Source: an optimization exercise on an open RTL-to-GDS flow (aim: small area, a short achievable clock period and few clock cycles per item). Production flows keep margins and buffers that such runs may drop. RTL that was checked went through simulation tests only; none was proved equivalent to the original. No activity file was given, so power comes from the tool's default toggle rates.

Setup of run 1:
## color_bar_pattern_pixel_generator_unit
module color_bar_pattern_pixel_generator_unit
#(
    parameter int MAX_RESOLUTION = 2048
) (
    input  logic                  aclk,
    input  logic                  aresetn,
    input  logic                  cfg_valid,
    output logic                  cfg_ready,
    input  logic [CFG_IDX_W-1:0]  cfg_index,
    input  logic [CFG_DATA_W-1:0] cfg_data,
    input  logic                  s_axis_tvalid,
    output logic                  s_axis_tready,
    input  logic [S_TDATA_W-1:0]  s_axis_tdata,   
    output logic                  m_axis_tvalid,
    input  logic                  m_axis_tready,
    output logic [M_TDATA_W-1:0]  m_axis_tdata,   
    output logic [M_TUSER_W-1:0]  m_axis_tuser    
);
Size in the first run: ~6,500 cells after synthesis, about 480 flip-flops, ~130 I/O pins.
Settings: LEC_CHECK=0, ABC_AREA=1, CAP_MARGIN=20, CORE_MARGIN=2, CORE_UTILIZATION=40, PLACE_DENSITY=0.6, SETUP_SLACK_MARGIN=3.4, SLEW_MARGIN=20, TNS_END_PERCENT=20; clock period 8.0 ns.
run.sh (not shown) runs the stock make flow with config.mk's settings and CLKGATE_MAP_FILE= SYNTH_SCRIPT=/design/flow/synth_recipe.tcl, a recipe that flattens the netlist after the stock synthesis.
Run 1 finished every step from synthesis to the final layout, and the layout passed the timing, design-rule and antenna checks.
Testbench counts of run 1, summed over its fixed seeds: cycles 32,672, items 32,000.
## Diff of input files: run 2 against run 1
Settings: SETUP_SLACK_MARGIN: 3.4 -> 2.5.
## What came out
Summary — sequential fraction of total cell area, run 2 relative to run 1: higher, by 1.0 points.
Summary of run 2 over run 1: register-to-register slack moved down, setup slack after layout lower, overall power decreased by 5.4% relative to the old numbers, met3 layer usage reported by global route went up 0.19 points.
Of the two values seen for topmost layer with routed signal wires, met4 was produced by run 2 and met5 by run 1.
Compared to run 1, run 2 leaves more free space in the core.
Changes in run 3 relative to run 2:
Settings: TNS_END_PERCENT removed (was 20); SETUP_SLACK_MARGIN changed from 2.5 to 3.3.
==> comparison <==
Going from run 2 to run 3, the power share of the combinational group was found to have gone up by 0.8 points.
Run 3 has maximum clock frequency above what run 2 had.
Going from run 2 to run 3, portion of the clock cycle consumed by the worst path in the final layout shrinks by 8.4 points.
On run 3: area added between synthesis and finish is 4.9 points higher than what run 2 gave.
o21ai_1 as the slowest cell on the critical path was reported by run 2, and clkdlybuf4s50_1 by run 3.
Going from run 2 to run 3, number of standard cells in the final layout excluding fillers grew slightly.
The combinational power in run 3 sits about 7% above the value recorded for run 2.
Reported for run 3 and run 2, number of ports placed on the die boundary turned out identical to the last digit.
Run 3 vs run 2: number of inverters outside the clock class in the layout up
Run 3 ended up with a higher maximum cell stage delay along the critical path than run 2 did.
A launching element of the worst setup path of u_cfg.layout_reg[20]$_SDFFE_PN0P_ is what run 2 shows, while m_axis_tready belongs to run 3.
Against run 2, the final cell area of run 3 is higher.
The following lists how run 4 was set up differently from run 3:
Settings: SETUP_SLACK_MARGIN: 3.3 -> 3.7.
Going from run 3 to run 4, the first-pass GRT wire length was found to have gone up by 9.9 mm.
Achievable frequency improves in run 4 relative to run 3.
The combinational cell fraction of total power reported for run 4 is greater than that of run 3 by 2.5 points.
Headroom to the max-slew limit sits higher in run 4 than in run 3.
Run 4 vs. run 3: final instance area increased 6.6%, mean number of vias per cell increased 0.022, number of multi-input combinational cells in the layout essentially unchanged.
The inputs of run 5 differ from those of run 4 as listed below.
Settings: swapping 3.7 for 2.5 in SETUP_SLACK_MARGIN.
[summary]
Global routing usage on met1, run 5 and run 4, lower one = run 5.
Clock skew for run 5 is lower than for run 4.
Run 5 ends up with a worst hold slack that is 3.9 ps lower than in run 4.
Summary — sequential share of layout area, run 5 relative to run 4: higher, by 2.2 points.
In run 5 the share of the cycle needed by the critical path after routing turned out 11 points higher than in run 4.
Looking only at slew at the pin with the worst max-slew slack, and setting everything else aside, the lower value of run 5 and run 4 goes to run 4.
Taking run 4 as the reference, in run 5 register-to-register slack went down; first-pass GRT wire length has decreased; hold path depth flat; maximum achievable frequency went down by 16%.

* * *

oak:
Another version of the RTL of color_bar_pattern_pixel_generator_unit (not shown whole).
Size: about 5500 cells after synthesis, ~490 flip-flops, roughly 130 I/O pins, ~49000 sq um of cells after synthesis.
clock: 8.0 ns
lec_check: 0
cap_margin: 20
core_margin: 2
core_utilization: 40
place_density: 0.6
setup_slack_margin: 2.5
slew_margin: 20
Testbench counts of oak, summed over its fixed seeds: cycles 32,672, items 32,000.
Edits applied to the flow inputs when going from oak to pine:
Settings: changing SETUP_SLACK_MARGIN from 2.5 to 2.0.
Notes after the runs:
Looking only at global-route usage, and setting everything else aside, the lower value of pine and oak goes to pine. Compared with oak, pine shows post-layout instance count excluding filler cells lower by 113. A critical path start-end classification of input pin to register is what pine shows, while register to register belongs to oak. Taking oak as the reference, in pine worst slew slack as a fraction of its limit decreased 8.9 points, fraction of met1 tracks used by global routing lower.
Input-level comparison between birch and pine:
Settings: PLACE_DENSITY changed from 0.6 to 0.75; CORE_UTILIZATION changed from 40 to 65; SETUP_SLACK_MARGIN changed from 2.0 to 2.5.
Findings:
birch vs pine: number of clock buffers in the layout down by more than 10%. pine → birch: proportion of cell area occupied by registers has remained practically unchanged, count of multi-input gates now sits at about the same level. As far as synthesized netlist net count goes, birch and pine are indistinguishable; the numbers are identical. Post-placement cell count (birch vs. pine) decreases by a little under 10%. birch vs. pine: leakage power summed over all cells up 1.2%; slack of the worst reg-to-reg path up 120 ps; share of the clock period used by the worst path after layout down 2.5 points. For the core area, birch came in 39% lower than pine did.

* * *

Setup of old:
color_bar_pattern_pixel_generator_unit, a different RTL version from the one above (not shown whole).
For scale: ~540 flip-flops, ~130 I/O pins, roughly 0.051 sq mm of cells after synthesis.
// color_bar_pattern_pixel_generator_unit
module color_bar_pattern_pixel_generator_unit
#(
    parameter int MAX_RESOLUTION = 2048
) (
    input  logic                  aclk,
    input  logic                  aresetn,
    input  logic                  cfg_valid,
    output logic                  cfg_ready,
    input  logic [CFG_IDX_W-1:0]  cfg_index,
    input  logic [CFG_DATA_W-1:0] cfg_data,
    input  logic                  s_axis_tvalid,
    output logic                  s_axis_tready,
    input  logic [S_TDATA_W-1:0]  s_axis_tdata,   
    output logic                  m_axis_tvalid,
    input  logic                  m_axis_tready,
    output logic [M_TDATA_W-1:0]  m_axis_tdata,   
    output logic [M_TUSER_W-1:0]  m_axis_tuser    
);
make LEC_CHECK=0 CAP_MARGIN=20 CORE_MARGIN=2 CORE_UTILIZATION=40 PLACE_DENSITY=0.6 SETUP_SLACK_MARGIN=2.5 SLEW_MARGIN=20 finish   # period 8.0 ns
diff inputs: old => new
-- flow/config.mk --
<<< old, line 11
export PLACE_DENSITY = 0.6
export SETUP_SLACK_MARGIN = 2.5
export SLEW_MARGIN = 20
>>> new, line 11
export PLACE_DENSITY = 0.6
export SETUP_SLACK_MARGIN = 3.2
export SLEW_MARGIN = 20
[summary]
Total wire length delta (new − old): unfavourable
Of new and old, old shows the lower total power of the final layout, with new above it.
old -> new: synthesized netlist net count delta 0, exact match
From old to new the numbers moved as follows: synthesized cell area essentially unchanged; estimated wirelength of the detail-placed design grew by 440 um; area overhead of the layout relative to synthesis shows an increase of 7.0 points; clock buffer count in the final layout went up by about 14%.
Function was not checked in any run of this note: the RTL went through the layout flow alone.

[what the ideal ports hide]
How much do the figures lean on ideal ports? The routed layouts below were timed once more, with nothing changed but the port constraints.
Step 1 sets driving cells, clkbuf_16 on the clock port and buf_2 on the other inputs (assumed; they add their load-dependent delay and slew).
Step 2 times the ports against the registers' clock, not the clock port: input delays grow and output delays shrink by t, the midpoint of the rising clock arrivals with the driver on.
a / b / c = ideal / step 1 / step 2; a / b = the first two.
| run | t (ns) | setup WS [ns] | hold slack, ns | clock arrival spread, ns | worst data-port slew with drivers (ns) |
|---|---|---|---|---|---|
| run 1 | 0.725 | 3.361 / 3.286 / 2.848 | 0.414 / 0.414 / 0.414 | 0.032 / 0.032 | 0.10 |
| run 2 | 0.732 | 2.674 / 2.674 / 2.190 | 0.412 / 0.412 / 0.412 | 0.029 / 0.029 | 0.11 |
| run 3 | 0.737 | 3.346 / 3.323 / 2.810 | 0.416 / 0.416 / 0.416 | 0.030 / 0.030 | 0.10 |
| run 4 | 0.744 | 3.469 / 3.469 / 2.850 | 0.417 / 0.417 / 0.417 | 0.049 / 0.049 | 0.12 |
| run 5 | 0.734 | 2.624 / 2.624 / 2.124 | 0.413 / 0.413 / 0.413 | 0.031 / 0.031 | 0.11 |
| oak | 0.768 | 2.485 / 2.485 / 1.881 | 0.419 / 0.419 / 0.419 | 0.062 / 0.062 | 0.18 |
| pine | 0.736 | 2.108 / 2.157 / 1.421 | 0.418 / 0.418 / 0.418 | 0.045 / 0.045 | 0.15 |
| birch | 0.706 | 2.304 / 2.304 / 1.859 | 0.417 / 0.417 / 0.417 | 0.055 / 0.055 | 0.09 |
| old | 0.728 | 2.263 / 2.263 / 2.263 | 0.416 / 0.416 / 0.416 | 0.031 / 0.031 | 0.19 |
| new | 0.744 | 2.484 / 2.484 / 2.484 | 0.417 / 0.417 / 0.417 | 0.050 / 0.050 | 0.21 |
After both steps every run listed still meets setup and hold. The setup slack of pine, which loses most, moves by +0.049 ns with the drivers and by -0.687 ns with both steps.
